From an optimization exercise on the open Yosys and OpenROAD flow, aimed at small area, a short achievable clock period and few clock cycles; shortcuts taken in it are not production practice.
Only simulation tests tie the RTL to the original design; equivalence was not proved.
No activity file was given, so power comes from the tool's default toggle rates.

## run A
==> flow/design.v (excerpt) <==
module ping_ram_dot_engine
#(
  parameter int unsigned ACC_W = 40,
  parameter int unsigned LEN_W = 16
) (
  input  logic                         clk,
  input  logic                         reset,
  input  logic [31:0]                  input_addr,
  input  logic [31:0]                  weight_addr,
  input  logic [31:0]                  output_addr,
  input  logic [31:0]                  data_type,
  output logic [31:0]                  finish_signal,
  output logic [26:0]                  avm_address,
  output logic                         avm_read,
  output logic                         avm_write,
  output logic [31:0]                  avm_writedata,
  output logic [3:0]                   avm_byteenable,
  output logic                         avm_burstcount,
  input  logic [31:0]                  avm_readdata,
  input  logic                         avm_readdatavalid,
  input  logic                         avm_waitrequest
);
  localparam logic [2:0] RD_MAX = 3'd4;
  logic               go_q;
  logic               busy_q, done_q, err_q;
  logic [LEN_W-1:0]   len_q;
  logic               fmt16_q;
  logic               rd_q, wr_q;
  logic [24:0]        cur_q;         
  logic [24:0]        oth_q;         
  logic [24:0]        out_q;         
  logic [LEN_W-1:0]   rem_q;         
  logic               rph_q;         
  logic [2:0]         ocnt_q;        
  logic               dph_q;         
  logic [31:0]        in_q;          
  logic [15:0]        op_lo_q, op_hi_q;  
  logic [15:0]        x_src;
  logic [7:0]         one_q, two_q, neg_q;   
  logic               dig_ld;
  logic [15:0]        dig_src;
  logic [7:0]         one_d, two_d, neg_d;
  logic               mac_a_q, mac_b_q;
  logic [39:0]        acc_s_q, acc_c_q;  
  logic               go, start_bad;
  logic               rd_acc, wr_acc, last_rd, more_rd, rd_room, wr_set;
  logic [2:0]         ocnt_d;
  logic [39:0]        mac_s, mac_c, acc_sum;
  logic [31:0]        result;
  assign go        = data_type[31] & ~go_q;
  assign start_bad = data_type[25] | (|input_addr[1:0]) | (|weight_addr[1:0]) |
                     (|output_addr[1:0]);
  assign rd_acc  = rd_q & ~avm_waitrequest;
  assign wr_acc  = wr_q & ~avm_waitrequest;
  assign last_rd = rph_q & (rem_q == LEN_W'(1));
  assign more_rd = (rem_q != '0) & ~(rd_acc & last_rd);
  ...
Settings: LEC_CHECK=0, ABC_AREA=1, CAP_MARGIN=20, CORE_MARGIN=2, CORE_UTILIZATION=40, CTS_CLUSTER_DIAMETER=70, CTS_CLUSTER_SIZE=35, PLACE_DENSITY=0.6, SLEW_MARGIN=20, TNS_END_PERCENT=0; clock period 12.0 ns.
standard.sh (not shown) runs the stock make flow with config.mk's settings and CLKGATE_MAP_FILE= SYNTH_SCRIPT=/design/flow/synth_recipe.tcl, a recipe that flattens the netlist after the stock synthesis.
==> flow/flow/run.sh <==
#!/bin/bash
set -euo pipefail
bash standard.sh SETUP_SLACK_MARGIN=10 "BUFFER_PORTS_ARGS=-buffer_cell sky130_fd_sc_hd__buf_1" finish > make.log 2>&1
Run A: done, clean on timing, DRC and antenna
Testbench counts of run A, summed over its fixed seeds: cycles 47,048.
Modified inputs, run B compared to run A
Settings: a change of CORE_UTILIZATION from 40 to 70; a deleted CTS_CLUSTER_SIZE that had been 35; a change of PLACE_DENSITY from 0.6 to 0.8; a deleted CTS_CLUSTER_DIAMETER that had been 70.
==> flow/flow/run.sh <==
#!/bin/bash
set -euo pipefail
bash standard.sh SETUP_SLACK_MARGIN=9 "BUFFER_PORTS_ARGS=-buffer_cell sky130_fd_sc_hd__buf_2" finish > make.log 2>&1
Run B finished end to end and its layout was clean on timing, DRC and antenna.
Relative to run A, hold slack decreased by 0.015 ns in run B.
As far as sequential-to-total area share from yosys stat goes, run A and run B are indistinguishable; the numbers are identical.
The cell internal power dissipation of run B is higher than that of run A.
Maximum cell stage delay along the critical path: run B vs run A, no meaningful difference
For run C, these inputs were changed with respect to run B:
Settings: CTS_CLUSTER_SIZE now 35, previously not set; ABC_AREA now 0, was 1; PLACE_DENSITY now 0.65, was 0.8; CORE_UTILIZATION now 50, was 70; CTS_CLUSTER_DIAMETER now 70, previously not set.
==> flow/flow/run.sh <==
#!/bin/bash
set -euo pipefail
bash standard.sh SETUP_SLACK_MARGIN=9 "BUFFER_PORTS_ARGS=-buffer_cell sky130_fd_sc_hd__buf_1" finish > make.log 2>&1
Findings:
Reported for run C and run B, sequential cell count turned out identical to the last digit.
Across both runs, CTS buffer count was lower for run C than for run B.
Against run B, run C reports a worst-case headroom to the max-slew limit that is higher.
Part of the total power dissipated in the clock network delta for run C relative to run B: 1.6 points higher
In terms of sequential-cell power consumption, run B and run C differ only marginally.
Summary of run C over run B: portion of total power attributed to sequential cells increased 2.3 points; detailed-route vias per instance decreased 4.3%.
Compared run C vs run B, and combinational fraction of design power is down in run C.

* * *

ping_ram_dot_engine again, from the RTL that the note above started with.
export LEC_CHECK = 0
export ABC_AREA = 0
export CAP_MARGIN = 20
export CORE_MARGIN = 2
export CORE_UTILIZATION = 40
export CTS_CLUSTER_DIAMETER = 70
export CTS_CLUSTER_SIZE = 35
export PLACE_DENSITY = 0.6
export SLEW_MARGIN = 20
export TNS_END_PERCENT = 0
create_clock -name core_clock -period 12.0 [get_ports {clk}]
==> flow/flow/run.sh <==
#!/bin/bash
set -euo pipefail
bash standard.sh SETUP_SLACK_MARGIN=9 "BUFFER_PORTS_ARGS=-buffer_cell sky130_fd_sc_hd__buf_1" finish > make.log 2>&1
Testbench counts at the start, summed over its fixed seeds: cycles 47,048.
Next try:
- ABC_AREA: 0 -> 1
- CORE_UTILIZATION: 40 -> 50
- PLACE_DENSITY: 0.6 -> 0.65
The changed run completed with no timing, DRC or antenna violations.
Worst setup slack improved by 0.092 ns.
Sequential power decreases by about 3%.
Non-clock buffer count increases by 6.
Via count increases by 17%.
Global-route usage increases by 8.1 points.
First-iteration DRC count increases by 37%.
Die area decreases by about 17%.
Next try:
==> flow/flow/run.sh (replaced) <==
#!/bin/bash
set -euo pipefail
bash standard.sh SETUP_SLACK_MARGIN=9 "BUFFER_PORTS_ARGS=-buffer_cell sky130_fd_sc_hd__buf_2" finish > make.log 2>&1
- CORE_UTILIZATION: 50 -> 40
- CTS_CLUSTER_DIAMETER: 70 -> 60
- CTS_CLUSTER_SIZE: 35 -> 30
- PLACE_DENSITY: 0.65 -> 0.6
Result: Total power is higher by 2.1%. Hold slack is about the same. Core utilization goes down by 10 points. Maximum frequency is lower by 2.4%. Via count drops by 0.49%.
Next try:
==> flow/flow/run.sh (replaced) <==
#!/bin/bash
set -euo pipefail
bash standard.sh SETUP_SLACK_MARGIN=9 "BUFFER_PORTS_ARGS=-buffer_cell sky130_fd_sc_hd__buf_1" finish > make.log 2>&1
- CORE_UTILIZATION: 40 -> 50
- CTS_CLUSTER_DIAMETER: 60 -> 70
- CTS_CLUSTER_SIZE: 30 -> 35
- PLACE_DENSITY: 0.6 -> 0.75
Via count is higher by 2.9%.
Register-to-register slack is better by 0.06 ns.
Critical path depth is unchanged.
Setup slack is better by 0.066 ns.
Next try:
- CORE_UTILIZATION: 50 -> 40
- PLACE_DENSITY: 0.75 -> 0.6
Final area came out higher by 0.78%; critical path depth stays the same; core utilization came out lower by 11 points; maximum frequency came out lower by 0.98%.

* * *

Setup of build 23:
ping_ram_dot_engine again, from the RTL that the note above started with.
clock: 12.0 ns
lec_check: 0
abc_area: 1
cap_margin: 20
core_margin: 2
core_utilization: 40
place_density: 0.6
slew_margin: 20
tns_end_percent: 0
==> flow/flow/run.sh <==
#!/bin/bash
set -euo pipefail
bash standard.sh SETUP_SLACK_MARGIN=9 "BUFFER_PORTS_ARGS=-buffer_cell sky130_fd_sc_hd__buf_2" finish > make.log 2>&1
Testbench counts of build 23, summed over its fixed seeds: cycles 47,048.
For build 70, these inputs were changed with respect to build 23:
==> flow/flow/run.sh <==
#!/bin/bash
set -euo pipefail
bash standard.sh SETUP_SLACK_MARGIN=9 "BUFFER_PORTS_ARGS=-buffer_cell sky130_fd_sc_hd__buf_1" finish > make.log 2>&1
-- flow/config.mk --
<<< build 23, line 11
export CORE_UTILIZATION = 40
export PLACE_DENSITY = 0.6
>>> build 70, line 11
export CORE_UTILIZATION = 58
export CTS_CLUSTER_DIAMETER = 70
export CTS_CLUSTER_SIZE = 35
export PLACE_DENSITY = 0.7
--- outcome ---
The initial antenna violation count number comes out higher for build 23 vs build 70.
Compared to build 23, build 70 has width of the die about 17% lower.
Going from build 23 to build 70, fmax moved up; minimum hold slack moved up.
Wire length of the first global-routing pass delta (build 70 − build 23): favourable
Build 70 vs build 23: non-clock buffer count up in build 70
The lower sequential cell fraction of total power came out of build 23.
Taking build 23 as the reference, in build 70 synthesized-area fraction occupied by ao, oa, aoi and oai cells has remained practically unchanged, setup fix buffers added after clock tree synthesis rose 4, sequential portion of the cell area grew by 0.76 points, pin count of the biggest net entering global routing now sits higher.
Input changes introduced in build 8 (baseline for comparison: build 70):
==> flow/flow/run.sh <==
#!/bin/bash
set -euo pipefail
bash standard.sh SETUP_SLACK_MARGIN=9 "BUFFER_PORTS_ARGS=-buffer_cell sky130_fd_sc_hd__buf_2" finish > make.log 2>&1
-- flow/config.mk --
<<< build 70, line 11
export CORE_UTILIZATION = 58
export CTS_CLUSTER_DIAMETER = 70
export CTS_CLUSTER_SIZE = 35
export PLACE_DENSITY = 0.7
>>> build 8, line 11
export CORE_UTILIZATION = 40
export CTS_CLUSTER_DIAMETER = 80
export CTS_CLUSTER_SIZE = 40
export PLACE_DENSITY = 0.6
## What came out
Wire length delta (build 8 − build 70): unfavourable. Combinational power of build 70 is on par with build 8. The count of clock-buffer cells in the layout in build 8 is 0.821 times that in build 70.

[re-timing with driven ports]
No port has a modelled driver above. Below, the same layouts with a new extraction and two added sets of constraints.
Step 1 sets driving cells, clkbuf_16 on the clock port and buf_2 on the other inputs (assumed; they add their load-dependent delay and slew).
Step 2 adds t to the input delays and takes it off the output delays; t is the mean of the earliest and latest rising clock arrival at the registers after step 1. Input paths then give back, and output paths get back, about the clock's delay inside the block.
Slacks: ideal / step 1 / step 2; pairs: ideal / step 1.
run | t, ns | setup slack, ns | latest minus earliest clock arrival (ns)
run A | 0.640 | 8.300 / 8.242 / 7.748 | 0.028 / 0.028
run B | 0.635 | 8.285 / 8.234 / 7.751 | 0.016 / 0.016
run C | 0.647 | 8.305 / 8.252 / 7.768 | 0.037 / 0.037
the first run of note 2 | 0.648 | 8.268 / 8.212 / 7.805 | 0.025 / 0.024
the second run of note 2 | 0.625 | 8.361 / 8.301 / 7.819 | 0.025 / 0.025
the third run of note 2 | 0.653 | 8.270 / 8.213 / 7.758 | 0.031 / 0.032
the fourth run of note 2 | 0.638 | 8.336 / 8.280 / 7.836 | 0.036 / 0.036
the fifth run of note 2 | 0.640 | 8.300 / 8.242 / 7.748 | 0.028 / 0.028
build 23 | 0.625 | 8.283 / 8.226 / 7.854 | 0.038 / 0.038
build 70 | 0.638 | 8.318 / 8.262 / 7.811 | 0.055 / 0.056
build 8 | 0.631 | 8.278 / 8.218 / 7.828 | 0.064 / 0.064
After both steps setup and hold are still met in every run listed.
